This design comes from an exercise in tuning for small area and a short achievable clock period on the open sky130 flow, not from production work. The RTL was checked by simulation tests, not by an equivalence proof against the original design. Power is estimated from default activity; no workload was simulated.

## flow/design.v

```verilog
package multPkg;
  typedef logic signed [16-1:0] operandT;
  typedef logic signed [32-1:0] productT;
  typedef struct packed {
    logic one;
    logic two;
    logic neg;
  } boothT;
  function automatic boothT boothEncode(input logic hi, input logic mid, input logic lo);
    boothT d;
    d.one = mid ^ lo;
    d.two = (hi & ~mid & ~lo) | (~hi & mid & lo);
    d.neg = hi;
    boothEncode = d;
  endfunction
endpackage
module operandPrep (
  input  logic             clk,
  input  logic             rstN,
  input  multPkg::operandT opA,
  input  multPkg::operandT opB,
  input  logic             inValid,
  output logic [15:0]      aR,
  output logic [7:0]       oneR,
  output logic [7:0]       twoR,
  output logic [7:0]       negR,
  output logic             prepValid
);
  logic [16:0] bExt;
  logic [7:0]  one;
  logic [7:0]  two;
  logic [7:0]  neg;
  assign bExt = {opB, 1'b0};
  for (genvar i = 0; i < 8; i++)
  begin : genDigit
    assign {one[i], two[i], neg[i]} = multPkg::boothEncode(bExt[2 * i + 2], bExt[2 * i + 1], bExt[2 * i]);
  end
  always_ff @(posedge clk)
  begin
    prepValid <= rstN & inValid;
  end
  always_ff @(posedge clk)
  begin
    aR <= opA;
    oneR <= one;
    twoR <= two;
    negR <= neg;
  end
endmodule
module daddaTree8 (
  input  logic [15:0]   aR,
  input  logic [7:0]    oneR,
  input  logic [7:0]    twoR,
  input  logic [7:0]    negR,
  output logic [74-1:0] cutBits
);
  logic pp0_0, pp0_1, pp0_2, pp0_3, pp0_4, pp0_5, pp0_6, pp0_7, pp0_8, pp0_9;
  logic pp0_10, pp0_11, pp0_12, pp0_13, pp0_14, pp0_15, pp0_16, pp1_0, pp1_1, pp1_2;
  logic pp1_3, pp1_4, pp1_5, pp1_6, pp1_7, pp1_8, pp1_9, pp1_10, pp1_11, pp1_12;
  logic pp1_13, pp1_14, pp1_15, pp1_16, pp2_0, pp2_1, pp2_2, pp2_3, pp2_4, pp2_5;
  logic pp2_6, pp2_7, pp2_8, pp2_9, pp2_10, pp2_11, pp2_12, pp2_13, pp2_14, pp2_15;
  logic pp2_16, pp3_0, pp3_1, pp3_2, pp3_3, pp3_4, pp3_5, pp3_6, pp3_7, pp3_8;
  logic pp3_9, pp3_10, pp3_11, pp3_12, pp3_13, pp3_14, pp3_15, pp3_16, pp4_0, pp4_1;
  logic pp4_2, pp4_3, pp4_4, pp4_5, pp4_6, pp4_7, pp4_8, pp4_9, pp4_10, pp4_11;
  logic pp4_12, pp4_13, pp4_14, pp4_15, pp4_16, pp5_0, pp5_1, pp5_2, pp5_3, pp5_4;
  logic pp5_5, pp5_6, pp5_7, pp5_8, pp5_9, pp5_10, pp5_11, pp5_12, pp5_13, pp5_14;
  logic pp5_15, pp5_16, pp6_0, pp6_1, pp6_2, pp6_3, pp6_4, pp6_5, pp6_6, pp6_7;
  logic pp6_8, pp6_9, pp6_10, pp6_11, pp6_12, pp6_13, pp6_14, pp6_15, pp6_16, pp7_0;
  logic pp7_1, pp7_2, pp7_3, pp7_4, pp7_5, pp7_6, pp7_7, pp7_8, pp7_9, pp7_10;
  logic pp7_11, pp7_12, pp7_13, pp7_14, pp7_15, pp7_16, s1, k1, s2, k2;
  logic s3, k3, s4, k4, s5, k5, s6, k6, s7, k7;
  logic s8, k8, s9, k9, s10, k10, s11, k11, s12, k12;
  logic s13, k13, s14, k14, s15, k15, s16, k16, s17, k17;
  logic s18, k18, s19, k19, s20, k20, s21, k21, s22, k22;
  logic s23, k23, s24, k24, s25, k25, s26, k26, s27, k27;
  logic s28, k28, s29, k29, s30, k30, s31, k31, s32, k32;
  logic s33, k33, s34, k34, s35, k35, s36, k36, s37, k37;
  logic s38, k38, s39, k39, s40, k40, s41, k41, s42, k42;
  logic s43, k43, s44, k44, s45, k45, s46, k46, s47, k47;
  logic s48, k48, s49, k49, s50, k50, s51, k51, s52, k52;
  logic s53, k53, s54, k54, s55, k55, s56, k56, s57, k57;
  logic s58, k58, s59, k59, s60, k60, s61, k61, s62, k62;
  logic s63, k63, s64, k64, s65, k65, s66, k66, s67, k67;
  logic s68, k68, s69, k69, s70, k70, s71, k71, s72, k72;
  logic s73, k73, s74, k74, s75, k75, s76, k76, s77, k77;
  logic s78, k78, s79, k79, s80, k80, s81, k81, s82, k82;
  logic s83, k83, s84, k84, s85, k85, s86, k86, s87, k87;
  logic s88, k88, s89, k89, s90, k90, s91, k91, s92, k92;
  logic s93, k93, s107, k107, s108, k108, s109, k109, s110, k110;
  logic s111, k111, s112, k112;
  assign pp0_0 = ((oneR[0] & aR[0]) | (twoR[0] & 1'b0)) ^ negR[0];
  assign pp0_1 = ((oneR[0] & aR[1]) | (twoR[0] & aR[0])) ^ negR[0];
  assign pp0_2 = ((oneR[0] & aR[2]) | (twoR[0] & aR[1])) ^ negR[0];
  assign pp0_3 = ((oneR[0] & aR[3]) | (twoR[0] & aR[2])) ^ negR[0];
  assign pp0_4 = ((oneR[0] & aR[4]) | (twoR[0] & aR[3])) ^ negR[0];
  assign pp0_5 = ((oneR[0] & aR[5]) | (twoR[0] & aR[4])) ^ negR[0];
  assign pp0_6 = ((oneR[0] & aR[6]) | (twoR[0] & aR[5])) ^ negR[0];
  assign pp0_7 = ((oneR[0] & aR[7]) | (twoR[0] & aR[6])) ^ negR[0];
  assign pp0_8 = ((oneR[0] & aR[8]) | (twoR[0] & aR[7])) ^ negR[0];
  assign pp0_9 = ((oneR[0] & aR[9]) | (twoR[0] & aR[8])) ^ negR[0];
  assign pp0_10 = ((oneR[0] & aR[10]) | (twoR[0] & aR[9])) ^ negR[0];
  assign pp0_11 = ((oneR[0] & aR[11]) | (twoR[0] & aR[10])) ^ negR[0];
  assign pp0_12 = ((oneR[0] & aR[12]) | (twoR[0] & aR[11])) ^ negR[0];
  assign pp0_13 = ((oneR[0] & aR[13]) | (twoR[0] & aR[12])) ^ negR[0];
  assign pp0_14 = ((oneR[0] & aR[14]) | (twoR[0] & aR[13])) ^ negR[0];
  assign pp0_15 = ((oneR[0] & aR[15]) | (twoR[0] & aR[14])) ^ negR[0];
  assign pp0_16 = ~(((oneR[0] | twoR[0]) & aR[15]) ^ negR[0]);
  assign pp1_0 = ((oneR[1] & aR[0]) | (twoR[1] & 1'b0)) ^ negR[1];
  assign pp1_1 = ((oneR[1] & aR[1]) | (twoR[1] & aR[0])) ^ negR[1];
  assign pp1_2 = ((oneR[1] & aR[2]) | (twoR[1] & aR[1])) ^ negR[1];
  assign pp1_3 = ((oneR[1] & aR[3]) | (twoR[1] & aR[2])) ^ negR[1];
  assign pp1_4 = ((oneR[1] & aR[4]) | (twoR[1] & aR[3])) ^ negR[1];
  assign pp1_5 = ((oneR[1] & aR[5]) | (twoR[1] & aR[4])) ^ negR[1];
  assign pp1_6 = ((oneR[1] & aR[6]) | (twoR[1] & aR[5])) ^ negR[1];
  assign pp1_7 = ((oneR[1] & aR[7]) | (twoR[1] & aR[6])) ^ negR[1];
  assign pp1_8 = ((oneR[1] & aR[8]) | (twoR[1] & aR[7])) ^ negR[1];
  assign pp1_9 = ((oneR[1] & aR[9]) | (twoR[1] & aR[8])) ^ negR[1];
  assign pp1_10 = ((oneR[1] & aR[10]) | (twoR[1] & aR[9])) ^ negR[1];
  assign pp1_11 = ((oneR[1] & aR[11]) | (twoR[1] & aR[10])) ^ negR[1];
  assign pp1_12 = ((oneR[1] & aR[12]) | (twoR[1] & aR[11])) ^ negR[1];
  assign pp1_13 = ((oneR[1] & aR[13]) | (twoR[1] & aR[12])) ^ negR[1];
  assign pp1_14 = ((oneR[1] & aR[14]) | (twoR[1] & aR[13])) ^ negR[1];
  assign pp1_15 = ((oneR[1] & aR[15]) | (twoR[1] & aR[14])) ^ negR[1];
  assign pp1_16 = ~(((oneR[1] | twoR[1]) & aR[15]) ^ negR[1]);
  assign pp2_0 = ((oneR[2] & aR[0]) | (twoR[2] & 1'b0)) ^ negR[2];
  assign pp2_1 = ((oneR[2] & aR[1]) | (twoR[2] & aR[0])) ^ negR[2];
  assign pp2_2 = ((oneR[2] & aR[2]) | (twoR[2] & aR[1])) ^ negR[2];
  assign pp2_3 = ((oneR[2] & aR[3]) | (twoR[2] & aR[2])) ^ negR[2];
  assign pp2_4 = ((oneR[2] & aR[4]) | (twoR[2] & aR[3])) ^ negR[2];
  assign pp2_5 = ((oneR[2] & aR[5]) | (twoR[2] & aR[4])) ^ negR[2];
  assign pp2_6 = ((oneR[2] & aR[6]) | (twoR[2] & aR[5])) ^ negR[2];
  assign pp2_7 = ((oneR[2] & aR[7]) | (twoR[2] & aR[6])) ^ negR[2];
  assign pp2_8 = ((oneR[2] & aR[8]) | (twoR[2] & aR[7])) ^ negR[2];
  assign pp2_9 = ((oneR[2] & aR[9]) | (twoR[2] & aR[8])) ^ negR[2];
  assign pp2_10 = ((oneR[2] & aR[10]) | (twoR[2] & aR[9])) ^ negR[2];
  assign pp2_11 = ((oneR[2] & aR[11]) | (twoR[2] & aR[10])) ^ negR[2];
  assign pp2_12 = ((oneR[2] & aR[12]) | (twoR[2] & aR[11])) ^ negR[2];
  assign pp2_13 = ((oneR[2] & aR[13]) | (twoR[2] & aR[12])) ^ negR[2];
  assign pp2_14 = ((oneR[2] & aR[14]) | (twoR[2] & aR[13])) ^ negR[2];
  assign pp2_15 = ((oneR[2] & aR[15]) | (twoR[2] & aR[14])) ^ negR[2];
  assign pp2_16 = ~(((oneR[2] | twoR[2]) & aR[15]) ^ negR[2]);
  assign pp3_0 = ((oneR[3] & aR[0]) | (twoR[3] & 1'b0)) ^ negR[3];
  assign pp3_1 = ((oneR[3] & aR[1]) | (twoR[3] & aR[0])) ^ negR[3];
  assign pp3_2 = ((oneR[3] & aR[2]) | (twoR[3] & aR[1])) ^ negR[3];
  assign pp3_3 = ((oneR[3] & aR[3]) | (twoR[3] & aR[2])) ^ negR[3];
  assign pp3_4 = ((oneR[3] & aR[4]) | (twoR[3] & aR[3])) ^ negR[3];
  assign pp3_5 = ((oneR[3] & aR[5]) | (twoR[3] & aR[4])) ^ negR[3];
  assign pp3_6 = ((oneR[3] & aR[6]) | (twoR[3] & aR[5])) ^ negR[3];
  assign pp3_7 = ((oneR[3] & aR[7]) | (twoR[3] & aR[6])) ^ negR[3];
  assign pp3_8 = ((oneR[3] & aR[8]) | (twoR[3] & aR[7])) ^ negR[3];
  assign pp3_9 = ((oneR[3] & aR[9]) | (twoR[3] & aR[8])) ^ negR[3];
  assign pp3_10 = ((oneR[3] & aR[10]) | (twoR[3] & aR[9])) ^ negR[3];
  assign pp3_11 = ((oneR[3] & aR[11]) | (twoR[3] & aR[10])) ^ negR[3];
  assign pp3_12 = ((oneR[3] & aR[12]) | (twoR[3] & aR[11])) ^ negR[3];
  assign pp3_13 = ((oneR[3] & aR[13]) | (twoR[3] & aR[12])) ^ negR[3];
  assign pp3_14 = ((oneR[3] & aR[14]) | (twoR[3] & aR[13])) ^ negR[3];
  assign pp3_15 = ((oneR[3] & aR[15]) | (twoR[3] & aR[14])) ^ negR[3];
  assign pp3_16 = ~(((oneR[3] | twoR[3]) & aR[15]) ^ negR[3]);
  assign pp4_0 = ((oneR[4] & aR[0]) | (twoR[4] & 1'b0)) ^ negR[4];
  assign pp4_1 = ((oneR[4] & aR[1]) | (twoR[4] & aR[0])) ^ negR[4];
  assign pp4_2 = ((oneR[4] & aR[2]) | (twoR[4] & aR[1])) ^ negR[4];
  assign pp4_3 = ((oneR[4] & aR[3]) | (twoR[4] & aR[2])) ^ negR[4];
  assign pp4_4 = ((oneR[4] & aR[4]) | (twoR[4] & aR[3])) ^ negR[4];
  assign pp4_5 = ((oneR[4] & aR[5]) | (twoR[4] & aR[4])) ^ negR[4];
  assign pp4_6 = ((oneR[4] & aR[6]) | (twoR[4] & aR[5])) ^ negR[4];
  assign pp4_7 = ((oneR[4] & aR[7]) | (twoR[4] & aR[6])) ^ negR[4];
  assign pp4_8 = ((oneR[4] & aR[8]) | (twoR[4] & aR[7])) ^ negR[4];
  assign pp4_9 = ((oneR[4] & aR[9]) | (twoR[4] & aR[8])) ^ negR[4];
  assign pp4_10 = ((oneR[4] & aR[10]) | (twoR[4] & aR[9])) ^ negR[4];
  assign pp4_11 = ((oneR[4] & aR[11]) | (twoR[4] & aR[10])) ^ negR[4];
  assign pp4_12 = ((oneR[4] & aR[12]) | (twoR[4] & aR[11])) ^ negR[4];
  assign pp4_13 = ((oneR[4] & aR[13]) | (twoR[4] & aR[12])) ^ negR[4];
  assign pp4_14 = ((oneR[4] & aR[14]) | (twoR[4] & aR[13])) ^ negR[4];
  assign pp4_15 = ((oneR[4] & aR[15]) | (twoR[4] & aR[14])) ^ negR[4];
  assign pp4_16 = ~(((oneR[4] | twoR[4]) & aR[15]) ^ negR[4]);
  assign pp5_0 = ((oneR[5] & aR[0]) | (twoR[5] & 1'b0)) ^ negR[5];
  assign pp5_1 = ((oneR[5] & aR[1]) | (twoR[5] & aR[0])) ^ negR[5];
  assign pp5_2 = ((oneR[5] & aR[2]) | (twoR[5] & aR[1])) ^ negR[5];
  assign pp5_3 = ((oneR[5] & aR[3]) | (twoR[5] & aR[2])) ^ negR[5];
  assign pp5_4 = ((oneR[5] & aR[4]) | (twoR[5] & aR[3])) ^ negR[5];
  assign pp5_5 = ((oneR[5] & aR[5]) | (twoR[5] & aR[4])) ^ negR[5];
  assign pp5_6 = ((oneR[5] & aR[6]) | (twoR[5] & aR[5])) ^ negR[5];
  assign pp5_7 = ((oneR[5] & aR[7]) | (twoR[5] & aR[6])) ^ negR[5];
  assign pp5_8 = ((oneR[5] & aR[8]) | (twoR[5] & aR[7])) ^ negR[5];
  assign pp5_9 = ((oneR[5] & aR[9]) | (twoR[5] & aR[8])) ^ negR[5];
  assign pp5_10 = ((oneR[5] & aR[10]) | (twoR[5] & aR[9])) ^ negR[5];
  assign pp5_11 = ((oneR[5] & aR[11]) | (twoR[5] & aR[10])) ^ negR[5];
  assign pp5_12 = ((oneR[5] & aR[12]) | (twoR[5] & aR[11])) ^ negR[5];
  assign pp5_13 = ((oneR[5] & aR[13]) | (twoR[5] & aR[12])) ^ negR[5];
  assign pp5_14 = ((oneR[5] & aR[14]) | (twoR[5] & aR[13])) ^ negR[5];
  assign pp5_15 = ((oneR[5] & aR[15]) | (twoR[5] & aR[14])) ^ negR[5];
  assign pp5_16 = ~(((oneR[5] | twoR[5]) & aR[15]) ^ negR[5]);
  assign pp6_0 = ((oneR[6] & aR[0]) | (twoR[6] & 1'b0)) ^ negR[6];
  assign pp6_1 = ((oneR[6] & aR[1]) | (twoR[6] & aR[0])) ^ negR[6];
  assign pp6_2 = ((oneR[6] & aR[2]) | (twoR[6] & aR[1])) ^ negR[6];
  assign pp6_3 = ((oneR[6] & aR[3]) | (twoR[6] & aR[2])) ^ negR[6];
  assign pp6_4 = ((oneR[6] & aR[4]) | (twoR[6] & aR[3])) ^ negR[6];
  assign pp6_5 = ((oneR[6] & aR[5]) | (twoR[6] & aR[4])) ^ negR[6];
  assign pp6_6 = ((oneR[6] & aR[6]) | (twoR[6] & aR[5])) ^ negR[6];
  assign pp6_7 = ((oneR[6] & aR[7]) | (twoR[6] & aR[6])) ^ negR[6];
  assign pp6_8 = ((oneR[6] & aR[8]) | (twoR[6] & aR[7])) ^ negR[6];
  assign pp6_9 = ((oneR[6] & aR[9]) | (twoR[6] & aR[8])) ^ negR[6];
  assign pp6_10 = ((oneR[6] & aR[10]) | (twoR[6] & aR[9])) ^ negR[6];
  assign pp6_11 = ((oneR[6] & aR[11]) | (twoR[6] & aR[10])) ^ negR[6];
  assign pp6_12 = ((oneR[6] & aR[12]) | (twoR[6] & aR[11])) ^ negR[6];
  assign pp6_13 = ((oneR[6] & aR[13]) | (twoR[6] & aR[12])) ^ negR[6];
  assign pp6_14 = ((oneR[6] & aR[14]) | (twoR[6] & aR[13])) ^ negR[6];
  assign pp6_15 = ((oneR[6] & aR[15]) | (twoR[6] & aR[14])) ^ negR[6];
  assign pp6_16 = ~(((oneR[6] | twoR[6]) & aR[15]) ^ negR[6]);
  assign pp7_0 = ((oneR[7] & aR[0]) | (twoR[7] & 1'b0)) ^ negR[7];
  assign pp7_1 = ((oneR[7] & aR[1]) | (twoR[7] & aR[0])) ^ negR[7];
  assign pp7_2 = ((oneR[7] & aR[2]) | (twoR[7] & aR[1])) ^ negR[7];
  assign pp7_3 = ((oneR[7] & aR[3]) | (twoR[7] & aR[2])) ^ negR[7];
  assign pp7_4 = ((oneR[7] & aR[4]) | (twoR[7] & aR[3])) ^ negR[7];
  assign pp7_5 = ((oneR[7] & aR[5]) | (twoR[7] & aR[4])) ^ negR[7];
  assign pp7_6 = ((oneR[7] & aR[6]) | (twoR[7] & aR[5])) ^ negR[7];
  assign pp7_7 = ((oneR[7] & aR[7]) | (twoR[7] & aR[6])) ^ negR[7];
  assign pp7_8 = ((oneR[7] & aR[8]) | (twoR[7] & aR[7])) ^ negR[7];
  assign pp7_9 = ((oneR[7] & aR[9]) | (twoR[7] & aR[8])) ^ negR[7];
  assign pp7_10 = ((oneR[7] & aR[10]) | (twoR[7] & aR[9])) ^ negR[7];
  assign pp7_11 = ((oneR[7] & aR[11]) | (twoR[7] & aR[10])) ^ negR[7];
  assign pp7_12 = ((oneR[7] & aR[12]) | (twoR[7] & aR[11])) ^ negR[7];
  assign pp7_13 = ((oneR[7] & aR[13]) | (twoR[7] & aR[12])) ^ negR[7];
  assign pp7_14 = ((oneR[7] & aR[14]) | (twoR[7] & aR[13])) ^ negR[7];
  assign pp7_15 = ((oneR[7] & aR[15]) | (twoR[7] & aR[14])) ^ negR[7];
  assign pp7_16 = ~(((oneR[7] | twoR[7]) & aR[15]) ^ negR[7]);
  assign {k1, s1} = {negR[5] & pp0_10, negR[5] ^ pp0_10};
  assign {k2, s2} = {pp0_11 & pp1_9, pp0_11 ^ pp1_9};
  assign {k3, s3} = {(negR[6] & pp0_12) | (negR[6] & pp1_10) | (pp0_12 & pp1_10), negR[6] ^ pp0_12 ^ pp1_10};
  assign {k4, s4} = {pp2_8 & pp3_6, pp2_8 ^ pp3_6};
  assign {k5, s5} = {(pp0_13 & pp1_11) | (pp0_13 & pp2_9) | (pp1_11 & pp2_9), pp0_13 ^ pp1_11 ^ pp2_9};
  assign {k6, s6} = {pp3_7 & pp4_5, pp3_7 ^ pp4_5};
  assign {k7, s7} = {(negR[7] & pp0_14) | (negR[7] & pp1_12) | (pp0_14 & pp1_12), negR[7] ^ pp0_14 ^ pp1_12};
  assign {k8, s8} = {(pp2_10 & pp3_8) | (pp2_10 & pp4_6) | (pp3_8 & pp4_6), pp2_10 ^ pp3_8 ^ pp4_6};
  assign {k9, s9} = {pp5_4 & pp6_2, pp5_4 ^ pp6_2};
  assign {k10, s10} = {(pp0_15 & pp1_13) | (pp0_15 & pp2_11) | (pp1_13 & pp2_11), pp0_15 ^ pp1_13 ^ pp2_11};
  assign {k11, s11} = {(pp3_9 & pp4_7) | (pp3_9 & pp5_5) | (pp4_7 & pp5_5), pp3_9 ^ pp4_7 ^ pp5_5};
  assign {k12, s12} = {pp6_3 & pp7_1, pp6_3 ^ pp7_1};
  assign {k13, s13} = {(1'b1 & pp0_16) | (1'b1 & pp1_14) | (pp0_16 & pp1_14), 1'b1 ^ pp0_16 ^ pp1_14};
  assign {k14, s14} = {(pp2_12 & pp3_10) | (pp2_12 & pp4_8) | (pp3_10 & pp4_8), pp2_12 ^ pp3_10 ^ pp4_8};
  assign {k15, s15} = {(pp5_6 & pp6_4) | (pp5_6 & pp7_2) | (pp6_4 & pp7_2), pp5_6 ^ pp6_4 ^ pp7_2};
  assign {k16, s16} = {(1'b1 & pp1_15) | (1'b1 & pp2_13) | (pp1_15 & pp2_13), 1'b1 ^ pp1_15 ^ pp2_13};
  assign {k17, s17} = {(pp3_11 & pp4_9) | (pp3_11 & pp5_7) | (pp4_9 & pp5_7), pp3_11 ^ pp4_9 ^ pp5_7};
  assign {k18, s18} = {pp6_5 & pp7_3, pp6_5 ^ pp7_3};
  assign {k19, s19} = {(pp1_16 & pp2_14) | (pp1_16 & pp3_12) | (pp2_14 & pp3_12), pp1_16 ^ pp2_14 ^ pp3_12};
  assign {k20, s20} = {(pp4_10 & pp5_8) | (pp4_10 & pp6_6) | (pp5_8 & pp6_6), pp4_10 ^ pp5_8 ^ pp6_6};
  assign {k21, s21} = {(1'b1 & pp2_15) | (1'b1 & pp3_13) | (pp2_15 & pp3_13), 1'b1 ^ pp2_15 ^ pp3_13};
  assign {k22, s22} = {pp4_11 & pp5_9, pp4_11 ^ pp5_9};
  assign {k23, s23} = {(pp2_16 & pp3_14) | (pp2_16 & pp4_12) | (pp3_14 & pp4_12), pp2_16 ^ pp3_14 ^ pp4_12};
  assign {k24, s24} = {1'b1 & pp3_15, 1'b1 ^ pp3_15};
  assign {k25, s25} = {negR[3] & pp0_6, negR[3] ^ pp0_6};
  assign {k26, s26} = {pp0_7 & pp1_5, pp0_7 ^ pp1_5};
  assign {k27, s27} = {(negR[4] & pp0_8) | (negR[4] & pp1_6) | (pp0_8 & pp1_6), negR[4] ^ pp0_8 ^ pp1_6};
  assign {k28, s28} = {pp2_4 & pp3_2, pp2_4 ^ pp3_2};
  assign {k29, s29} = {(pp0_9 & pp1_7) | (pp0_9 & pp2_5) | (pp1_7 & pp2_5), pp0_9 ^ pp1_7 ^ pp2_5};
  assign {k30, s30} = {pp3_3 & pp4_1, pp3_3 ^ pp4_1};
  assign {k31, s31} = {(pp1_8 & pp2_6) | (pp1_8 & pp3_4) | (pp2_6 & pp3_4), pp1_8 ^ pp2_6 ^ pp3_4};
  assign {k32, s32} = {(pp4_2 & pp5_0) | (pp4_2 & s1) | (pp5_0 & s1), pp4_2 ^ pp5_0 ^ s1};
  assign {k33, s33} = {(pp2_7 & pp3_5) | (pp2_7 & pp4_3) | (pp3_5 & pp4_3), pp2_7 ^ pp3_5 ^ pp4_3};
  assign {k34, s34} = {(pp5_1 & k1) | (pp5_1 & s2) | (k1 & s2), pp5_1 ^ k1 ^ s2};
  assign {k35, s35} = {(pp4_4 & pp5_2) | (pp4_4 & pp6_0) | (pp5_2 & pp6_0), pp4_4 ^ pp5_2 ^ pp6_0};
  assign {k36, s36} = {(k2 & s4) | (k2 & s3) | (s4 & s3), k2 ^ s4 ^ s3};
  assign {k37, s37} = {(pp5_3 & pp6_1) | (pp5_3 & k4) | (pp6_1 & k4), pp5_3 ^ pp6_1 ^ k4};
  assign {k38, s38} = {(s6 & k3) | (s6 & s5) | (k3 & s5), s6 ^ k3 ^ s5};
  assign {k39, s39} = {(pp7_0 & k6) | (pp7_0 & s9) | (k6 & s9), pp7_0 ^ k6 ^ s9};
  assign {k40, s40} = {(k5 & s7) | (k5 & s8) | (s7 & s8), k5 ^ s7 ^ s8};
  assign {k41, s41} = {(k9 & s12) | (k9 & k7) | (s12 & k7), k9 ^ s12 ^ k7};
  assign {k42, s42} = {(k8 & s10) | (k8 & s11) | (s10 & s11), k8 ^ s10 ^ s11};
  assign {k43, s43} = {(k12 & k10) | (k12 & k11) | (k10 & k11), k12 ^ k10 ^ k11};
  assign {k44, s44} = {(s13 & s14) | (s13 & s15) | (s14 & s15), s13 ^ s14 ^ s15};
  assign {k45, s45} = {(s18 & k13) | (s18 & k14) | (k13 & k14), s18 ^ k13 ^ k14};
  assign {k46, s46} = {(k15 & s16) | (k15 & s17) | (s16 & s17), k15 ^ s16 ^ s17};
  assign {k47, s47} = {(pp7_4 & k18) | (pp7_4 & k16) | (k18 & k16), pp7_4 ^ k18 ^ k16};
  assign {k48, s48} = {(k17 & s19) | (k17 & s20) | (s19 & s20), k17 ^ s19 ^ s20};
  assign {k49, s49} = {(pp6_7 & pp7_5) | (pp6_7 & s22) | (pp7_5 & s22), pp6_7 ^ pp7_5 ^ s22};
  assign {k50, s50} = {(k19 & k20) | (k19 & s21) | (k20 & s21), k19 ^ k20 ^ s21};
  assign {k51, s51} = {(pp5_10 & pp6_8) | (pp5_10 & pp7_6) | (pp6_8 & pp7_6), pp5_10 ^ pp6_8 ^ pp7_6};
  assign {k52, s52} = {(k22 & k21) | (k22 & s23) | (k21 & s23), k22 ^ k21 ^ s23};
  assign {k53, s53} = {(pp4_13 & pp5_11) | (pp4_13 & pp6_9) | (pp5_11 & pp6_9), pp4_13 ^ pp5_11 ^ pp6_9};
  assign {k54, s54} = {(pp7_7 & s24) | (pp7_7 & k23) | (s24 & k23), pp7_7 ^ s24 ^ k23};
  assign {k55, s55} = {(pp3_16 & pp4_14) | (pp3_16 & pp5_12) | (pp4_14 & pp5_12), pp3_16 ^ pp4_14 ^ pp5_12};
  assign {k56, s56} = {(pp6_10 & pp7_8) | (pp6_10 & k24) | (pp7_8 & k24), pp6_10 ^ pp7_8 ^ k24};
  assign {k57, s57} = {(1'b1 & pp4_15) | (1'b1 & pp5_13) | (pp4_15 & pp5_13), 1'b1 ^ pp4_15 ^ pp5_13};
  assign {k58, s58} = {pp6_11 & pp7_9, pp6_11 ^ pp7_9};
  assign {k59, s59} = {(pp4_16 & pp5_14) | (pp4_16 & pp6_12) | (pp5_14 & pp6_12), pp4_16 ^ pp5_14 ^ pp6_12};
  assign {k60, s60} = {1'b1 & pp5_15, 1'b1 ^ pp5_15};
  assign {k61, s61} = {negR[2] & pp0_4, negR[2] ^ pp0_4};
  assign {k62, s62} = {pp0_5 & pp1_3, pp0_5 ^ pp1_3};
  assign {k63, s63} = {(pp1_4 & pp2_2) | (pp1_4 & pp3_0) | (pp2_2 & pp3_0), pp1_4 ^ pp2_2 ^ pp3_0};
  assign {k64, s64} = {(pp2_3 & pp3_1) | (pp2_3 & k25) | (pp3_1 & k25), pp2_3 ^ pp3_1 ^ k25};
  assign {k65, s65} = {(pp4_0 & k26) | (pp4_0 & s28) | (k26 & s28), pp4_0 ^ k26 ^ s28};
  assign {k66, s66} = {(k28 & s30) | (k28 & k27) | (s30 & k27), k28 ^ s30 ^ k27};
  assign {k67, s67} = {(k30 & k29) | (k30 & s31) | (k29 & s31), k30 ^ k29 ^ s31};
  assign {k68, s68} = {(k31 & s33) | (k31 & k32) | (s33 & k32), k31 ^ s33 ^ k32};
  assign {k69, s69} = {(k33 & s35) | (k33 & k34) | (s35 & k34), k33 ^ s35 ^ k34};
  assign {k70, s70} = {(k35 & s37) | (k35 & k36) | (s37 & k36), k35 ^ s37 ^ k36};
  assign {k71, s71} = {(k37 & s39) | (k37 & k38) | (s39 & k38), k37 ^ s39 ^ k38};
  assign {k72, s72} = {(k39 & k40) | (k39 & s41) | (k40 & s41), k39 ^ k40 ^ s41};
  assign {k73, s73} = {(k41 & k42) | (k41 & s43) | (k42 & s43), k41 ^ k42 ^ s43};
  assign {k74, s74} = {(k43 & k44) | (k43 & s45) | (k44 & s45), k43 ^ k44 ^ s45};
  assign {k75, s75} = {(k45 & k46) | (k45 & s47) | (k46 & s47), k45 ^ k46 ^ s47};
  assign {k76, s76} = {(s49 & k47) | (s49 & k48) | (k47 & k48), s49 ^ k47 ^ k48};
  assign {k77, s77} = {(s51 & k49) | (s51 & k50) | (k49 & k50), s51 ^ k49 ^ k50};
  assign {k78, s78} = {(k51 & s53) | (k51 & k52) | (s53 & k52), k51 ^ s53 ^ k52};
  assign {k79, s79} = {(k53 & s55) | (k53 & s56) | (s55 & s56), k53 ^ s55 ^ s56};
  assign {k80, s80} = {(s58 & k55) | (s58 & s57) | (k55 & s57), s58 ^ k55 ^ s57};
  assign {k81, s81} = {(pp7_10 & k58) | (pp7_10 & k57) | (k58 & k57), pp7_10 ^ k58 ^ k57};
  assign {k82, s82} = {(pp6_13 & pp7_11) | (pp6_13 & s60) | (pp7_11 & s60), pp6_13 ^ pp7_11 ^ s60};
  assign {k83, s83} = {(pp5_16 & pp6_14) | (pp5_16 & pp7_12) | (pp6_14 & pp7_12), pp5_16 ^ pp6_14 ^ pp7_12};
  assign {k84, s84} = {1'b1 & pp6_15, 1'b1 ^ pp6_15};
  assign {k85, s85} = {negR[1] & pp0_2, negR[1] ^ pp0_2};
  assign {k86, s86} = {pp0_3 & pp1_1, pp0_3 ^ pp1_1};
  assign {k87, s87} = {(pp1_2 & pp2_0) | (pp1_2 & s61) | (pp2_0 & s61), pp1_2 ^ pp2_0 ^ s61};
  assign {k88, s88} = {(pp2_1 & k61) | (pp2_1 & s62) | (k61 & s62), pp2_1 ^ k61 ^ s62};
  assign {k89, s89} = {(k62 & s25) | (k62 & s63) | (s25 & s63), k62 ^ s25 ^ s63};
  assign {k90, s90} = {(s26 & k63) | (s26 & s64) | (k63 & s64), s26 ^ k63 ^ s64};
  assign {k91, s91} = {(s27 & k64) | (s27 & s65) | (k64 & s65), s27 ^ k64 ^ s65};
  assign {k92, s92} = {(s29 & k65) | (s29 & s66) | (k65 & s66), s29 ^ k65 ^ s66};
  assign {k93, s93} = {(s32 & k66) | (s32 & s67) | (k66 & s67), s32 ^ k66 ^ s67};
  assign {k107, s107} = {(s59 & k80) | (s59 & s81) | (k80 & s81), s59 ^ k80 ^ s81};
  assign {k108, s108} = {(k59 & s82) | (k59 & k81) | (s82 & k81), k59 ^ s82 ^ k81};
  assign {k109, s109} = {(k60 & s83) | (k60 & k82) | (s83 & k82), k60 ^ s83 ^ k82};
  assign {k110, s110} = {(pp7_13 & s84) | (pp7_13 & k83) | (s84 & k83), pp7_13 ^ s84 ^ k83};
  assign {k111, s111} = {(pp6_16 & pp7_14) | (pp6_16 & k84) | (pp7_14 & k84), pp6_16 ^ pp7_14 ^ k84};
  assign {k112, s112} = {1'b1 & pp7_15, 1'b1 ^ pp7_15};
  assign cutBits[0] = s34;
  assign cutBits[1] = k67;
  assign cutBits[2] = s68;
  assign cutBits[3] = s36;
  assign cutBits[4] = k68;
  assign cutBits[5] = s69;
  assign cutBits[6] = s38;
  assign cutBits[7] = k69;
  assign cutBits[8] = s70;
  assign cutBits[9] = s40;
  assign cutBits[10] = k70;
  assign cutBits[11] = s71;
  assign cutBits[12] = s42;
  assign cutBits[13] = k71;
  assign cutBits[14] = s72;
  assign cutBits[15] = s44;
  assign cutBits[16] = k72;
  assign cutBits[17] = s73;
  assign cutBits[18] = s46;
  assign cutBits[19] = k73;
  assign cutBits[20] = s74;
  assign cutBits[21] = s48;
  assign cutBits[22] = k74;
  assign cutBits[23] = s75;
  assign cutBits[24] = s50;
  assign cutBits[25] = k75;
  assign cutBits[26] = s76;
  assign cutBits[27] = s52;
  assign cutBits[28] = k76;
  assign cutBits[29] = s77;
  assign cutBits[30] = s54;
  assign cutBits[31] = k77;
  assign cutBits[32] = s78;
  assign cutBits[33] = k54;
  assign cutBits[34] = s79;
  assign cutBits[35] = k78;
  assign cutBits[36] = k56;
  assign cutBits[37] = s80;
  assign cutBits[38] = k79;
  assign cutBits[39] = negR[0];
  assign cutBits[40] = pp0_0;
  assign cutBits[41] = pp0_1;
  assign cutBits[42] = s85;
  assign cutBits[43] = pp1_0;
  assign cutBits[44] = k85;
  assign cutBits[45] = s86;
  assign cutBits[46] = k86;
  assign cutBits[47] = s87;
  assign cutBits[48] = k87;
  assign cutBits[49] = s88;
  assign cutBits[50] = k88;
  assign cutBits[51] = s89;
  assign cutBits[52] = k89;
  assign cutBits[53] = s90;
  assign cutBits[54] = k90;
  assign cutBits[55] = s91;
  assign cutBits[56] = k91;
  assign cutBits[57] = s92;
  assign cutBits[58] = k92;
  assign cutBits[59] = s93;
  assign cutBits[60] = k93;
  assign cutBits[61] = s107;
  assign cutBits[62] = k107;
  assign cutBits[63] = s108;
  assign cutBits[64] = k108;
  assign cutBits[65] = s109;
  assign cutBits[66] = k109;
  assign cutBits[67] = s110;
  assign cutBits[68] = k110;
  assign cutBits[69] = s111;
  assign cutBits[70] = k111;
  assign cutBits[71] = s112;
  assign cutBits[72] = k112;
  assign cutBits[73] = pp7_16;
endmodule
module productMerge (
  input  logic                      clk,
  input  logic                      rstN,
  input  logic [74-1:0]    cutBits,
  input  logic                      prepValid,
  output multPkg::productT          product,
  output logic                      outValid
);
  logic                      treeValid;
  logic [74-1:0]    cutR;
  logic [32-1:0] rowA;
  logic [32-1:0] rowB;
  logic s34, k67, s68, s36, k68, s69, s38, k69, s70, s40;
  logic k70, s71, s42, k71, s72, s44, k72, s73, s46, k73;
  logic s74, s48, k74, s75, s50, k75, s76, s52, k76, s77;
  logic s54, k77, s78, k54, s79, k78, k56, s80, k79, negR_0;
  logic pp0_0, pp0_1, s85, pp1_0, k85, s86, k86, s87, k87, s88;
  logic k88, s89, k89, s90, k90, s91, k91, s92, k92, s93;
  logic k93, s107, k107, s108, k108, s109, k109, s110, k110, s111;
  logic k111, s112, k112, pp7_16, s94, k94, s95, k95, s96, k96;
  logic s97, k97, s98, k98, s99, k99, s100, k100, s101, k101;
  logic s102, k102, s103, k103, s104, k104, s105, k105, s106, k106;
  always_ff @(posedge clk)
  begin
    treeValid <= rstN & prepValid;
    outValid  <= rstN & treeValid;
  end
  always_ff @(posedge clk)
  begin
    cutR    <= cutBits;
    product <= rowA + rowB;
  end
  assign s34 = cutR[0];
  assign k67 = cutR[1];
  assign s68 = cutR[2];
  assign s36 = cutR[3];
  assign k68 = cutR[4];
  assign s69 = cutR[5];
  assign s38 = cutR[6];
  assign k69 = cutR[7];
  assign s70 = cutR[8];
  assign s40 = cutR[9];
  assign k70 = cutR[10];
  assign s71 = cutR[11];
  assign s42 = cutR[12];
  assign k71 = cutR[13];
  assign s72 = cutR[14];
  assign s44 = cutR[15];
  assign k72 = cutR[16];
  assign s73 = cutR[17];
  assign s46 = cutR[18];
  assign k73 = cutR[19];
  assign s74 = cutR[20];
  assign s48 = cutR[21];
  assign k74 = cutR[22];
  assign s75 = cutR[23];
  assign s50 = cutR[24];
  assign k75 = cutR[25];
  assign s76 = cutR[26];
  assign s52 = cutR[27];
  assign k76 = cutR[28];
  assign s77 = cutR[29];
  assign s54 = cutR[30];
  assign k77 = cutR[31];
  assign s78 = cutR[32];
  assign k54 = cutR[33];
  assign s79 = cutR[34];
  assign k78 = cutR[35];
  assign k56 = cutR[36];
  assign s80 = cutR[37];
  assign k79 = cutR[38];
  assign negR_0 = cutR[39];
  assign pp0_0 = cutR[40];
  assign pp0_1 = cutR[41];
  assign s85 = cutR[42];
  assign pp1_0 = cutR[43];
  assign k85 = cutR[44];
  assign s86 = cutR[45];
  assign k86 = cutR[46];
  assign s87 = cutR[47];
  assign k87 = cutR[48];
  assign s88 = cutR[49];
  assign k88 = cutR[50];
  assign s89 = cutR[51];
  assign k89 = cutR[52];
  assign s90 = cutR[53];
  assign k90 = cutR[54];
  assign s91 = cutR[55];
  assign k91 = cutR[56];
  assign s92 = cutR[57];
  assign k92 = cutR[58];
  assign s93 = cutR[59];
  assign k93 = cutR[60];
  assign s107 = cutR[61];
  assign k107 = cutR[62];
  assign s108 = cutR[63];
  assign k108 = cutR[64];
  assign s109 = cutR[65];
  assign k109 = cutR[66];
  assign s110 = cutR[67];
  assign k110 = cutR[68];
  assign s111 = cutR[69];
  assign k111 = cutR[70];
  assign s112 = cutR[71];
  assign k112 = cutR[72];
  assign pp7_16 = cutR[73];
  assign {k94, s94} = {(s34 & k67) | (s34 & s68) | (k67 & s68), s34 ^ k67 ^ s68};
  assign {k95, s95} = {(s36 & k68) | (s36 & s69) | (k68 & s69), s36 ^ k68 ^ s69};
  assign {k96, s96} = {(s38 & k69) | (s38 & s70) | (k69 & s70), s38 ^ k69 ^ s70};
  assign {k97, s97} = {(s40 & k70) | (s40 & s71) | (k70 & s71), s40 ^ k70 ^ s71};
  assign {k98, s98} = {(s42 & k71) | (s42 & s72) | (k71 & s72), s42 ^ k71 ^ s72};
  assign {k99, s99} = {(s44 & k72) | (s44 & s73) | (k72 & s73), s44 ^ k72 ^ s73};
  assign {k100, s100} = {(s46 & k73) | (s46 & s74) | (k73 & s74), s46 ^ k73 ^ s74};
  assign {k101, s101} = {(s48 & k74) | (s48 & s75) | (k74 & s75), s48 ^ k74 ^ s75};
  assign {k102, s102} = {(s50 & k75) | (s50 & s76) | (k75 & s76), s50 ^ k75 ^ s76};
  assign {k103, s103} = {(s52 & k76) | (s52 & s77) | (k76 & s77), s52 ^ k76 ^ s77};
  assign {k104, s104} = {(s54 & k77) | (s54 & s78) | (k77 & s78), s54 ^ k77 ^ s78};
  assign {k105, s105} = {(k54 & s79) | (k54 & k78) | (s79 & k78), k54 ^ s79 ^ k78};
  assign {k106, s106} = {(k56 & s80) | (k56 & k79) | (s80 & k79), k56 ^ s80 ^ k79};
  assign rowA[0] = negR_0;
  assign rowB[0] = pp0_0;
  assign rowA[1] = pp0_1;
  assign rowB[1] = 1'b0;
  assign rowA[2] = s85;
  assign rowB[2] = pp1_0;
  assign rowA[3] = k85;
  assign rowB[3] = s86;
  assign rowA[4] = k86;
  assign rowB[4] = s87;
  assign rowA[5] = k87;
  assign rowB[5] = s88;
  assign rowA[6] = k88;
  assign rowB[6] = s89;
  assign rowA[7] = k89;
  assign rowB[7] = s90;
  assign rowA[8] = k90;
  assign rowB[8] = s91;
  assign rowA[9] = k91;
  assign rowB[9] = s92;
  assign rowA[10] = k92;
  assign rowB[10] = s93;
  assign rowA[11] = k93;
  assign rowB[11] = s94;
  assign rowA[12] = k94;
  assign rowB[12] = s95;
  assign rowA[13] = k95;
  assign rowB[13] = s96;
  assign rowA[14] = k96;
  assign rowB[14] = s97;
  assign rowA[15] = k97;
  assign rowB[15] = s98;
  assign rowA[16] = k98;
  assign rowB[16] = s99;
  assign rowA[17] = k99;
  assign rowB[17] = s100;
  assign rowA[18] = k100;
  assign rowB[18] = s101;
  assign rowA[19] = k101;
  assign rowB[19] = s102;
  assign rowA[20] = k102;
  assign rowB[20] = s103;
  assign rowA[21] = k103;
  assign rowB[21] = s104;
  assign rowA[22] = k104;
  assign rowB[22] = s105;
  assign rowA[23] = k105;
  assign rowB[23] = s106;
  assign rowA[24] = k106;
  assign rowB[24] = s107;
  assign rowA[25] = k107;
  assign rowB[25] = s108;
  assign rowA[26] = k108;
  assign rowB[26] = s109;
  assign rowA[27] = k109;
  assign rowB[27] = s110;
  assign rowA[28] = k110;
  assign rowB[28] = s111;
  assign rowA[29] = k111;
  assign rowB[29] = s112;
  assign rowA[30] = k112;
  assign rowB[30] = pp7_16;
  assign rowA[31] = 1'b1;
  assign rowB[31] = 1'b0;
endmodule
module signedMultiplier16 (
  input  logic             clk,
  input  logic             rstN,
  input  multPkg::operandT opA,
  input  multPkg::operandT opB,
  input  logic             inValid,
  output multPkg::productT product,
  output logic             outValid
);
  logic [15:0]               aR;
  logic [7:0]                oneR;
  logic [7:0]                twoR;
  logic [7:0]                negR;
  logic                      prepValid;
  logic [74-1:0]     cutBits;
  operandPrep operandPrep_inst (
    .clk       (clk),
    .rstN      (rstN),
    .opA       (opA),
    .opB       (opB),
    .inValid   (inValid),
    .aR        (aR),
    .oneR      (oneR),
    .twoR      (twoR),
    .negR      (negR),
    .prepValid (prepValid)
  );
  daddaTree8 daddaTree8_inst (
    .aR   (aR),
    .oneR (oneR),
    .twoR (twoR),
    .negR (negR),
    .cutBits (cutBits)
  );
  productMerge productMerge_inst (
    .clk       (clk),
    .rstN      (rstN),
    .cutBits   (cutBits),
    .prepValid (prepValid),
    .product   (product),
    .outValid  (outValid)
  );
endmodule
```

## flow/standard.sh

```bash
#!/bin/bash
# synth_recipe.tcl (not shown) runs the flow's synth.tcl, then flattens the netlist and writes it again
# the make line also repeats each setting of config.mk as NAME=value (left out here)
make -C /OpenROAD-flow-scripts/flow DESIGN_CONFIG=/design/flow/config.mk WORK_HOME=/design/flow/orfs CLKGATE_MAP_FILE= SYNTH_SCRIPT=/design/flow/synth_recipe.tcl "${@:-finish}"
```

## flow/flow/run.sh

```bash
#!/bin/bash
set -euo pipefail
bash standard.sh SETUP_SLACK_MARGIN=6.3 finish > flow_make.log 2>&1
```

## flow/config.mk

```make
export PLATFORM = sky130hd
export DESIGN_NAME = signedMultiplier16
export DESIGN_NICKNAME = signedMultiplier16
export VERILOG_FILES = /design/flow/design.v
export SDC_FILE = /design/flow/constraint.sdc
export NUM_CORES = 4
export LEC_CHECK = 0
export ABC_CLOCK_PERIOD_IN_PS = 2000
export CAP_MARGIN = 20
export CORE_MARGIN = 2
export CORE_UTILIZATION = 40
export SLEW_MARGIN = 20
```

## flow/constraint.sdc

```tcl
create_clock -name core_clock -period 8.8 [get_ports {clk}]
set_input_delay 1.7600 -clock core_clock [delete_from_list [all_inputs] [get_ports {clk}]]
set_output_delay 1.7600 -clock core_clock [all_outputs]
set_load 0.01 [all_outputs]
```

==> results of run 1 <==
==> layer usage <==
| layer | up-vias | part of all wire [%] |
|---|---|---|
| li1 | 3238 | - |
| met1 | 3302 | 50 |
| met2 | 242 | 43 |
| met5 | - | 0 |
| met3 | 15 | 5.9 |
| met4 | 0 | 0.96 |
==> worst max path at each step <==
stage	endpoint	cells past startpoint
floorplan	productMerge_inst.cutR[59]	9
global placement	productMerge_inst.product[26]	9
detailed placement	productMerge_inst.product[26]	9
CTS	product[30]	1
global route	productMerge_inst.product[26]	11
finish	productMerge_inst.product[30]	11
==> where the power goes <==
part / internal [µW] / switching (µW) / total (µW)
Clock: 403 / 285 / 688
Combinational: 1590 / 1720 / 3310
Sequential: 968 / 165 / 1130
==> worst max-delay path: cells and delay by family, from the launching register on <==
family                   cells  cell delay, ns
AO/OA/AOI/OAI                5            0.75
adder cells (fa/ha/maj)      2            0.86
flip-flops                   1            0.31
AND/OR/NAND/NOR              2            0.31
buffers and inverters        2            0.29
==> synth_stat cells (all sizes together) (2+ instances only) <==
cell type    n  area [µm²]
dfxtp      149        2983
xnor2      127        1112
a22oi      121       922.1
fa          87        1742
inv         80       300.3
clkbuf      78       294.0
ha          52       650.6
xor2        40       350.3
o21ai       34       173.9
a21oi       31       155.2
nand2       27       101.4
nor2        20       75.07
a21o        16       120.1
nand2b      10       62.56
a31oi        7       43.79
nand3b       7       52.55
and2         6       37.54
o211ai       5       37.54
o21a         5       37.54
a211oi       4       30.03
nand4        4       25.02
a41oi        3       33.79
and3         3       18.77
and4         3       26.28
buf          3       12.51
nand3        3       15.01
o21bai       3       22.52
a221o        2       21.27
a311oi       2       23.77
mux2i        2       20.02
nor2b        2       12.51
o22ai        2       12.51
==> flip-flops by register name (all words and copies together), names as in the netlist, 8 cells and up <==
signal	cells
operandPrep_inst.negR	8
productMerge_inst.cutR	74
operandPrep_inst.oneR	8
productMerge_inst.product	32
operandPrep_inst.aR	16
operandPrep_inst.twoR	8
==> through the flow <==
stage / util [%] / instances / area [µm²] / worst slack, ns / total power (µW)
6_report: 48.36 / 1298 / 11390 / 6.168 / 5132
5_1_grt: 48.36 / 1298 / 11390 / 6.090 / 5568
4_1_cts: 47.02 / 1287 / 11070 / 6.152 / 4840
3_5_place_dp: 44.18 / 1253 / 10400 / 5.844 / 3889
3_3_place_gp: 44.18 / 1253 / 10400 / 5.844 / 3856
2_1_floorplan: - / 947 / 9707 / 6.282 / 3132
==> placed cells by master (no fill, tap or decap), types with 7 or more instances in the layout <==
cell type | synthesis | final
a21o_1 | 16 | 16
a21oi_1 | 31 | 25
a22oi_1 | 120 | 118
buf_2 | 1 | 21
buf_4 | 0 | 14
buf_6 | 0 | 13
clkbuf_16 | 0 | 17
clkdlybuf4s50_1 | 0 | 34
dfxtp_1 | 149 | 96
dfxtp_2 | 0 | 21
dfxtp_4 | 0 | 32
fa_1 | 87 | 86
ha_1 | 52 | 37
ha_4 | 0 | 10
inv_1 | 79 | 79
nand2_1 | 27 | 27
nand2b_1 | 10 | 10
nand3b_1 | 7 | 7
nor2_1 | 20 | 20
o21ai_0 | 33 | 28
xnor2_1 | 127 | 127
xor2_1 | 40 | 40
==> final cells by class <==
type | instances | share of cell area (%)
Clock inverter | 11 | 0.9011
Inverter | 80 | 2.637
Tap cell | 319 | 3.506
Multi-Input combinational cell | 637 | 55.34
Timing Repair Buffer | 82 | 6.121
Sequential cell | 149 | 27.48
Clock buffer | 20 | 4.011
==> cells by family (layout without fill, tap and decap cells) <==
family          Yosys count  count (layout)  share of synthesized area, %
compound gates          241             241                         17.80
buf+inv                 161             193                         6.301
mux                       2               2                        0.2079
xor+xnor                167             167                         15.19
simple gates             88              88                         4.690
flops                   149             149                         30.97
fa+ha+maj               139             139                         24.84
==> repair_timing <==
| action | CTS | global route |
|---|---|---|
| buffers inserted | 3 | 11 |
| cloned | 0 | 0 |
| pin swaps | 15 | 14 |
| setup endpoints to repair | 78 | 56 |
| gates resized for setup | 218 | 64 |
==> run notes, run 1 <==
* Status: finished clean
* CP arrival at around 2.9 ns
* Worst r2r src: productMerge_inst.cutR[2]
* Post-synth cell types at 50
* Setup Viol. Count Final at 0
* DR iter-0 viols at 753
* H-tree Lvls at 4
* CTS root buffer: clkbuf_16
* Maxcap violations at 0
* CP Class: reg2reg
* DP Wirelength at 15920 µm
* Clk Latency, worst-skew pair at 0.42 ns
* Drt via density at 5.237
* Most frequent CP cell: buf_4
* Clock buffer depth at 2
* GRT Total Usage at 17.78%
* Top FF cell, synth: dfxtp_1
* Endpoint, Worst Hold: productMerge_inst.treeValid
* FF-to-FF End: productMerge_inst.product[30]
* Final antenna-violating net count at 0
* PwrDens at 450.7 nW/µm²
* RSZ-0062 raised after global routing: true
* Final wirelength at 22400 µm
* Peak Freq at between 300 and 400 MHz
* Core Rows at 56
* Slowest library cell on the worst path: fa_1
* Met2 Use GR at 25.97%
* First-pass GRT wire length at 36340 µm
* CTS tree: done
* Sequential element share of the synthesized area at roughly 31%
* Slew HR at roughly three fifths
* Post-Syn Area at roughly 9600 µm²
* FF+latch count, synth at 149
* Final Hold Fails at 0
* FILL cells at 2210
* GR peak layer: met1
* Sequential cell area at 3129 µm²
* Drt wl/cell at 17.26 µm
* Routed vias at 6797
* Nets@finish at 1141
* Die width at roughly 160 µm
* Mean Syn Cell Area at 10.17 µm²
* Async SR Flop Fraction at 0%
* Die Ht at 159.2 µm
* Tcrit/Tclk final at about 30%
* CP Data Required Time at 9.09 ns
* Vias in the first global route at 6723
* Clock slew at reported path FFs at around 0.060 ns
* Setup TNS at 0 ns
* Met3 usage at 3.360%
* Placer Congestion at between 0.8 and 0.9
* Num ports at 68
* Worst Hold Path Cells at 1
* Hold Startpoint: operandPrep_inst.prepValid
* Area of the multi-input gates at 6301 µm²
* Max-slew violation count at 0
* Routing usage on met1 at 26.94%
* Core ar. at 23540 µm²
* Share of layout cells above drive strength 1 at between 10% and 20%
* Ys Warns at 2
* Max IR drop VDD at 0.2240 mV
* IO buf count at 67
* Worst setup EP type: register
* Worst path max stage delay at 0.53 ns
* Hold Crit Class: reg2reg
* Post-cts hold buffer count at 0
* Initial antenna violation count at 0
* Number of CTS-inserted buffers at 17
* Critical Path Fanout Max at 5
* Hold Slack at ~0.43 ns
* Overflow after GRT at 0
* Largest net degree at the start of global routing at 19
* Reg2Reg Setup Slack at 6.17 ns
* DRT Pass-1 Iters at 6
* Crit path cell chain: fa_1 > ha_4 > and4_1 > nand4_1 > o22ai_2 > o211ai_1 > buf_4 > a21oi_4 > buf_4 > a311o_1 > o311ai_2
* Number of synthesized flops with an enable pin at 0
* Initial Util at between 40% and 50%
* N_diodes at 0
* Die area at 25330 µm²
* Setup crit start: productMerge_inst.cutR[2]
* R2r worst-path depth at 11
* Final min period at 2.632 ns
* Clk sink count at 149
* Worst-margin pin slew at about 0.60 ns
* Setup Skew at 0.009215 ns
* P_leak at 0.004554 µW
* DRC errors left at 0
* Crit path launch type: register
* Mapped Cells at 947
* Syn-to-layout area delta at 18.23%
* Syn Nets at 1121
==> inputs of run 2 (changes only) <==
--- a/flow/config.mk
+++ b/flow/config.mk
@@ -7,3 +7,2 @@
 export LEC_CHECK = 0
-export ABC_CLOCK_PERIOD_IN_PS = 2000
 export CAP_MARGIN = 20
==> run 2 against run 1 <==
Compared with the run above:
- largest power group unchanged
- largest cell class unchanged
- routed wire length stayed put
- clock skew stayed put
- via count stayed put
- combinational power hardly changed
- cell area stayed put
- setup slack stayed put
- clock-buffer cell count stayed put
- die area stayed put
- first-iteration DRC count stayed put
- critical path depth stayed put
- flip-flop and latch count stayed put
==> run notes, run 2 <==
* Peak Freq at approximately 380 MHz
* Largest cells by area after synthesis: dfxtp_1 31%, fa_1 18%, xnor2_1 12%, a22oi_1 9.4%, ha_1 6.8%
* Mean Syn Cell Area at a little over 10 µm²
* Number of CTS-inserted buffers at 17
* Final min period at 2.632 ns
* Inst Count DP at 1253
* Initial antenna violation count at 0
* Worst-margin pin slew at 0.6047 ns
* Slowest library cell on the worst path: fa_1
* FF+latch count, synth at 149
* Final Hold Fails at 0
* Top-area cell type share of the netlist area at 30.97%
* Nets@finish at ~1100
* Number of synthesized flops with an enable pin at 0
* Count leader, synth: dfxtp_1
* Most common cell after layout, fill and taps aside: xnor2_1
* Ys Warns at 2
* Setup Viol. Count Final at 0
* DR iter-0 viols at 753
* Worst path buffer plus inverter count at 2
* Post-cts hold buffer count at 0
* Async SR Flop Fraction at 0%
* Hold Crit Class: reg2reg
* Final wirelength at 22400 µm
* Finished Layout Cells at approximately 1300
* Maxcap violations at 0
* Vias in the first global route at 6723
* Num ports at 68
* Top FF cell, synth: dfxtp_1
* CP arrival at 2.92 ns
* Crit path launch type: register
* CP delay by family, top: adder cells
* Clock slew at reported path FFs at about 0.060 ns
* P_leak at 0.004554 µW
* Clk sink count at 149
* RSZ-0062 raised after global routing: true
* CP Class: reg2reg
* Mapped Cells at 947
* CP Data Required Time at 9.09 ns
* Worst path max stage delay at 0.53 ns
* Worst setup EP type: register
* Post-synth top cells: 149 x dfxtp_1, 127 x xnor2_1, 120 x a22oi_1
* Die area at 25330 µm²
* Syn-to-layout area delta at 18.23%
* DRC errors left at 0
* Final antenna-violating net count at 0
* H-tree Lvls at 4
* Die Ht at 159.2 µm
* Area leader, netlist: dfxtp_1
* Reg with most FFs: productMerge_inst.cutR
* Die width at 159.2 µm
* Hold Startpoint: operandPrep_inst.prepValid
* Largest net degree at the start of global routing at 19
* Crit path cell chain: fa_1 > ha_4 > and4_1 > nand4_1 > o22ai_2 > o211ai_1 > buf_4 > a21oi_4 > buf_4 > a311o_1 > o311ai_2
* Critical Path Fanout Max at 5
* Setup crit start: productMerge_inst.cutR[2]
* Biggest regs: productMerge_inst.cutR: 74 flops, productMerge_inst.product: 32 flops, operandPrep_inst.aR: 16 flops
* Worst r2r src: productMerge_inst.cutR[2]
* Status: finished clean
* Core Rows at 56
* N_diodes at 0
* Clock buffer depth at 2
* Routed vias at 6797
* DP Wirelength at between 15000 and 20000 µm
* CTS root buffer: clkbuf_16
* Share of layout cells above drive strength 1 at 18.18%
* Tcrit/Tclk final at 29.91%
* Setup Skew at 0.009215 ns
* Commonest cells after routing, fill and taps aside: 127 x xnor2_1, 118 x a22oi_1, 96 x dfxtp_1
* Placer Congestion at between 0.8 and 0.9
* Post-Syn Area at 9630 µm²
* Overflow after GRT at 0
* Core ar. at 23540 µm²
* Post-synth cell types at 50
* Max-slew violation count at 0
* Max reg flops at between 70 and 80
* Syn Nets at between 1000 and 1500
* Slew HR at 59.69%
* GRT Total Usage at 17.78%
* Max IR drop VDD at 0.2240 mV
* Drt wl/cell at 17.26 µm
* Drt via density at 5.237
* Sequential element share of the synthesized area at 30.97%
* Most frequent CP cell: buf_4
* IO buf count at 67
* Setup TNS at 0 ns
* Initial Util at 40.91%
* First-pass GRT wire length at 36340 µm
* CTS tree: done
* DRT Pass-1 Iters at 6
* Clk Latency, worst-skew pair at 0.42 ns
* PwrDens at approximately 450 nW/µm²
-- run 2: cell counts in the layout (fill, tap and decap cells not counted) --
No cell type changed its count.
-- run 2: cell families after synthesis --
group           share of synthesized area, %
compound gates                         17.80
xor+xnor                               15.19
buf+inv                                6.301
flops                                  30.97
fa+ha+maj                              24.84
simple gates                           4.690
mux                                   0.2079
-- run 2: final cells by class --
| cell class | instances | area [µm²] |
|---|---|---|
| multi-input combinational | 637 | 6301 |
| inverter | 80 | 300.3 |
| timing repair buffer | 82 | 696.9 |
| clock buffer | 20 | 456.7 |
| sequential | 149 | 3129 |
| fill | 2210 | 12160 |
| clock inverter | 11 | 102.6 |
| tap | 319 | 399.1 |
-- run 2: timing repair --
item,4_1_cts,5_1_grt
setup endpoints to repair,78,56
pin swaps,15,14
resized for setup,218,64
setup buffers,3,11
-- run 2: where the power goes --
group	switching, µW	internal [µW]	total [µW]
Clock	285	403	688
Combinational	1720	1590	3310
Sequential	165	968	1130
Total	2170	2960	5130
-- run 2: routing by layer --
| metal | vias up | track usage [%] | part of all wire [%] |
|---|---|---|---|
| met1 | 3302 | 26.94 | 50 |
| met2 | 242 | 25.97 | 43 |
| met5 | - | 0 | 0 |
| met4 | 0 | 4.463 | 0.96 |
| li1 | 3238 | - | - |
| met3 | 15 | 3.360 | 5.9 |
-- run 2: final timing paths --
check / endpoint / cells past startpoint / slack (ns)
hold / removal: productMerge_inst.treeValid / 1 / 0.43
hold reg to reg: productMerge_inst.treeValid / 1 / 0.43
setup reg to reg: productMerge_inst.product[30] / 11 / 6.17
setup / recovery: productMerge_inst.product[30] / 11 / 6.17
-- run 2: per-stage QoR --
stage | util [%] | power (µW) | hold slack [ns] | worst slack [ns] | instance area [µm²]
after floorplan | - | 3132 | 0.3300 | 6.282 | 9707
after global placement | 44.18 | 3856 | 0.4141 | 5.844 | 10400
after detailed placement | 44.18 | 3889 | 0.4210 | 5.844 | 10400
after CTS | 47.02 | 4840 | 0.4371 | 6.152 | 11070
after global routing | 48.36 | 5568 | 0.4573 | 6.090 | 11390
final | 48.36 | 5132 | 0.4347 | 6.168 | 11390
==> inputs of run 3 (changes only) <==
--- a/flow/config.mk
+++ b/flow/config.mk
@@ -10,2 +10,5 @@
 export CORE_UTILIZATION = 40
+export CTS_BUF_LIST = sky130_fd_sc_hd__clkbuf_8
+export CTS_CLUSTER_DIAMETER = 50
+export CTS_CLUSTER_SIZE = 20
 export SLEW_MARGIN = 20
==> run 3 against run 2 <==
Compared with the run above:
- combinational power barely moved
- critical path depth fell by 10
- hold slack improved by 0.0066 ns
- cell area is 1.6% lower
- clock skew grew 0.0056 ns
- fmax decreased by 1.2%
- critical path type is now reg2out
- largest cell class unchanged
==> run notes, run 3 <==
* Die Ht at about 160 µm
* Slowest library cell on the worst path: dfxtp_2
* Peak Freq at approximately 380 MHz
* Syn-to-layout area delta at 16.30%
* Die width at 159.2 µm
* Internal power at ~2800 µW
* Core Rows at 56
* Mean Syn Cell Area at 10.17 µm²
* Number of CTS-inserted buffers at 17
* Clk sink count at 149
* RSZ-0062 raised after global routing: true
* Placer Congestion at 0.8249
* Worst setup EP type: output port
* Post-cts hold buffer count at 0
* IO buf count at between 60 and 70
* H-tree Lvls at 4
* P_leak at 0.004465 µW
* Drt wl/cell at 17.27 µm
* CP delay by family, top: flip-flops
* Largest cells by area after synthesis: dfxtp_1 31%, fa_1 18%, xnor2_1 12%, a22oi_1 9.4%, ha_1 6.8%
* Adder-cell area share of the yosys netlist at between 20% and 30%
* Min setup slack post-route at between 6 and 7 ns
* Drt via density at 5.257
* Slew HR at 60.47%
* Number of synthesized flops with an enable pin at 0
* Initial antenna violation count at 0
* Clock share of power at 10.1%
* Nets@finish at between 1000 and 1500
* Core ar. at 23540 µm²
* Max-slew violation count at 0
* DRC errors left at 0
* Largest net degree at the start of global routing at 19
* Synth Area in Compound Gates at between 10% and 20%
* Commonest cells after routing, fill and taps aside: 127 x xnor2_1, 118 x a22oi_1, 96 x dfxtp_1
* Final wirelength at 22390 µm
* Post-synth cell types at 50
* Sequential cell area at 3129 µm²
* DP Wirelength at 15920 µm
* Post-synthesis simple-gate area fraction at 4.690%
* DR iter-0 viols at 683
* Final Hold Fails at 0
* Clock slew at reported path FFs at 0.09 ns
* Num ports at 68
* Reg power frac at 22.9%
* N_diodes at 0
* Reg with most FFs: productMerge_inst.cutR
* Comb pwr share at 67.0%
* Crit path cell chain: buf_6
* CP Data Required Time at 7.04 ns
* Xor/xnor share of the synthesized area at 15.19%
* Die area at 25330 µm²
* Max IR drop VDD at 0.1980 mV
* GRT Total Usage at 17.72%
* Clock buffer depth at 2
* Critical Path Fanout Max at 1
* Top-area cell type share of the netlist area at 30.97%
* Sequential element share of the synthesized area at 30.97%
* Count leader, synth: dfxtp_1
* Post-synth top cells: 149 x dfxtp_1, 127 x xnor2_1, 120 x a22oi_1
* PwrDens at 442.2 nW/µm²
* Setup Skew at 0.01477 ns
* Max reg flops at 74
* Async SR Flop Fraction at 0%
* CTS root buffer: clkbuf_8
* Biggest regs: productMerge_inst.cutR: 74 flops, productMerge_inst.product: 32 flops, operandPrep_inst.aR: 16 flops
* Initial Util at 40.91%
* Tcrit/Tclk final at between 30% and 40%
* Worst path max stage delay at ~0.33 ns
* Worst path buffer plus inverter count at 1
* CP arrival at 0.90 ns
* First-pass GRT wire length at between 30000 and 40000 µm
* Status: finished clean
* FF+latch count, synth at 149
* Share of layout cells above drive strength 1 at 18.40%
* Syn Nets at 1121
* Setup TNS at 0 ns
* Ys Warns at 2
* Setup Viol. Count Final at 0
* Clk Latency, worst-skew pair at 0.46 ns
* Routed vias at 6818
* Main combinational cell family by area after synthesis: adder cells
* Post-Syn Area at 9630 µm²
* Sw frac at a little over two fifths
* Area of the multi-input gates at 6315 µm²
* Maxcap violations at 0
* DRT Pass-1 Iters at 5
* Area leader, netlist: dfxtp_1
* Post-place setup slack at 5.844 ns
* Crit path launch type: register
* CTS tree: done
* Reg2Reg Setup Slack at approximately 6.2 ns
* Mapped Cells at 947
* Vias in the first global route at 6724
* Worst-margin pin slew at 0.5929 ns
* Final min period at 2.664 ns
* Top FF cell, synth: dfxtp_1
* Final antenna-violating net count at 0
* FILL cells at 2256
* Mux cell area share after synthesis at 0.2079%
* Overflow after GRT at 0
* CP Class: reg2out
* Switch Pwr at roughly 2200 µW
* Hold Crit Class: reg2reg
* Most common cell after layout, fill and taps aside: xnor2_1
run 3: cell counts after synthesis:
Identical to the previous run, type by type.
run 3: power groups by stage:
stage          combinational, µW  sequential [µW]  clock [µW]
3_3_place_gp                2720             1140           0
3_5_place_dp                2750             1140           0
2_1_floorplan               2040             1090           0
6_report                    3320             1130         501
4_1_cts                     3000             1130         519
5_1_grt                     3670             1160         551
run 3: worst paths after layout:
kind	startpoint	end	cells past startpoint
max	productMerge_inst.product[30]	product[30]	1
max reg2reg	productMerge_inst.cutR[2]	productMerge_inst.product[30]	11
min	operandPrep_inst.prepValid	productMerge_inst.treeValid	1
min reg2reg	operandPrep_inst.prepValid	productMerge_inst.treeValid	1
run 3: per-layer routing:
layer	routed length (µm)	GRT usage, %	vias up
met5	0	0	-
li1	-	-	3233
met4	330	5.331	0
met2	9539	25.57	286
met3	1460	3.569	28
met1	11060	26.63	3271
run 3: kinds of logic after synthesis:
kind of cell | after synthesis
mux | 2
compound gates | 241
xor+xnor | 167
buf+inv | 161
fa+ha+maj | 139
simple gates | 88
flops | 149
run 3: what timing repair did:
action,4_1_cts,5_1_grt
hold endpoints to repair,0,0
setup buffers,3,10
setup endpoints to repair,78,56
resized for setup,218,67
pin swaps,16,12
run 3: per-stage QoR:
| stage | total power (µW) | hold slack, ns | cell area (µm²) | util, % | std cells |
|---|---|---|---|---|---|
| global route | 5387 | 0.4652 | 11200 | 47.58 | 1297 |
| finish | 4953 | 0.4413 | 11200 | 47.58 | 1297 |
| detailed placement | 3889 | 0.4210 | 10400 | 44.18 | 1253 |
| CTS | 4646 | 0.4437 | 10880 | 46.21 | 1287 |
| floorplan | 3132 | 0.3300 | 9707 | - | 947 |
| global placement | 3856 | 0.4141 | 10400 | 44.18 | 1253 |
run 3: layout make-up:
class | instances | share of cell area [%]
clock buffer | 19 | 2.335
clock inverter | 12 | 0.9495
inverter | 80 | 2.681
multi-input combinational | 637 | 56.38
sequential | 149 | 27.94
tap | 319 | 3.563
timing repair buffer | 81 | 6.155

[re-timing with driven ports]
Ports are ideal in the flow. The routed layouts listed here were re-timed in OpenROAD.
Step 1: set_driving_cell puts a clkbuf_16 on clk and a buf_2 on each other input, an assumption about the parent block.
Step 2 times the ports against the registers' clock, not the clock port: input delays grow and output delays shrink by t, the midpoint of the rising clock arrivals with the driver on.
Three values: ideal ports, drivers, drivers and shift; two values: the first two.
run | t (ns) | slack for setup (ns) | worst setup path at the end | slew at the worst register clock pin (ns) | pins driven straight from the clock port
run 1 | 0.456 | 6.168 / 6.143 / 6.121 | input to register | 0.06 / 0.06 | 1
run 2 | 0.456 | 6.168 / 6.143 / 6.121 | input to register | 0.06 / 0.06 | 1
run 3 | 0.487 | 6.136 / 6.100 / 6.123 | input to register | 0.09 / 0.09 | 1
After both steps setup and hold are still met in every run listed.
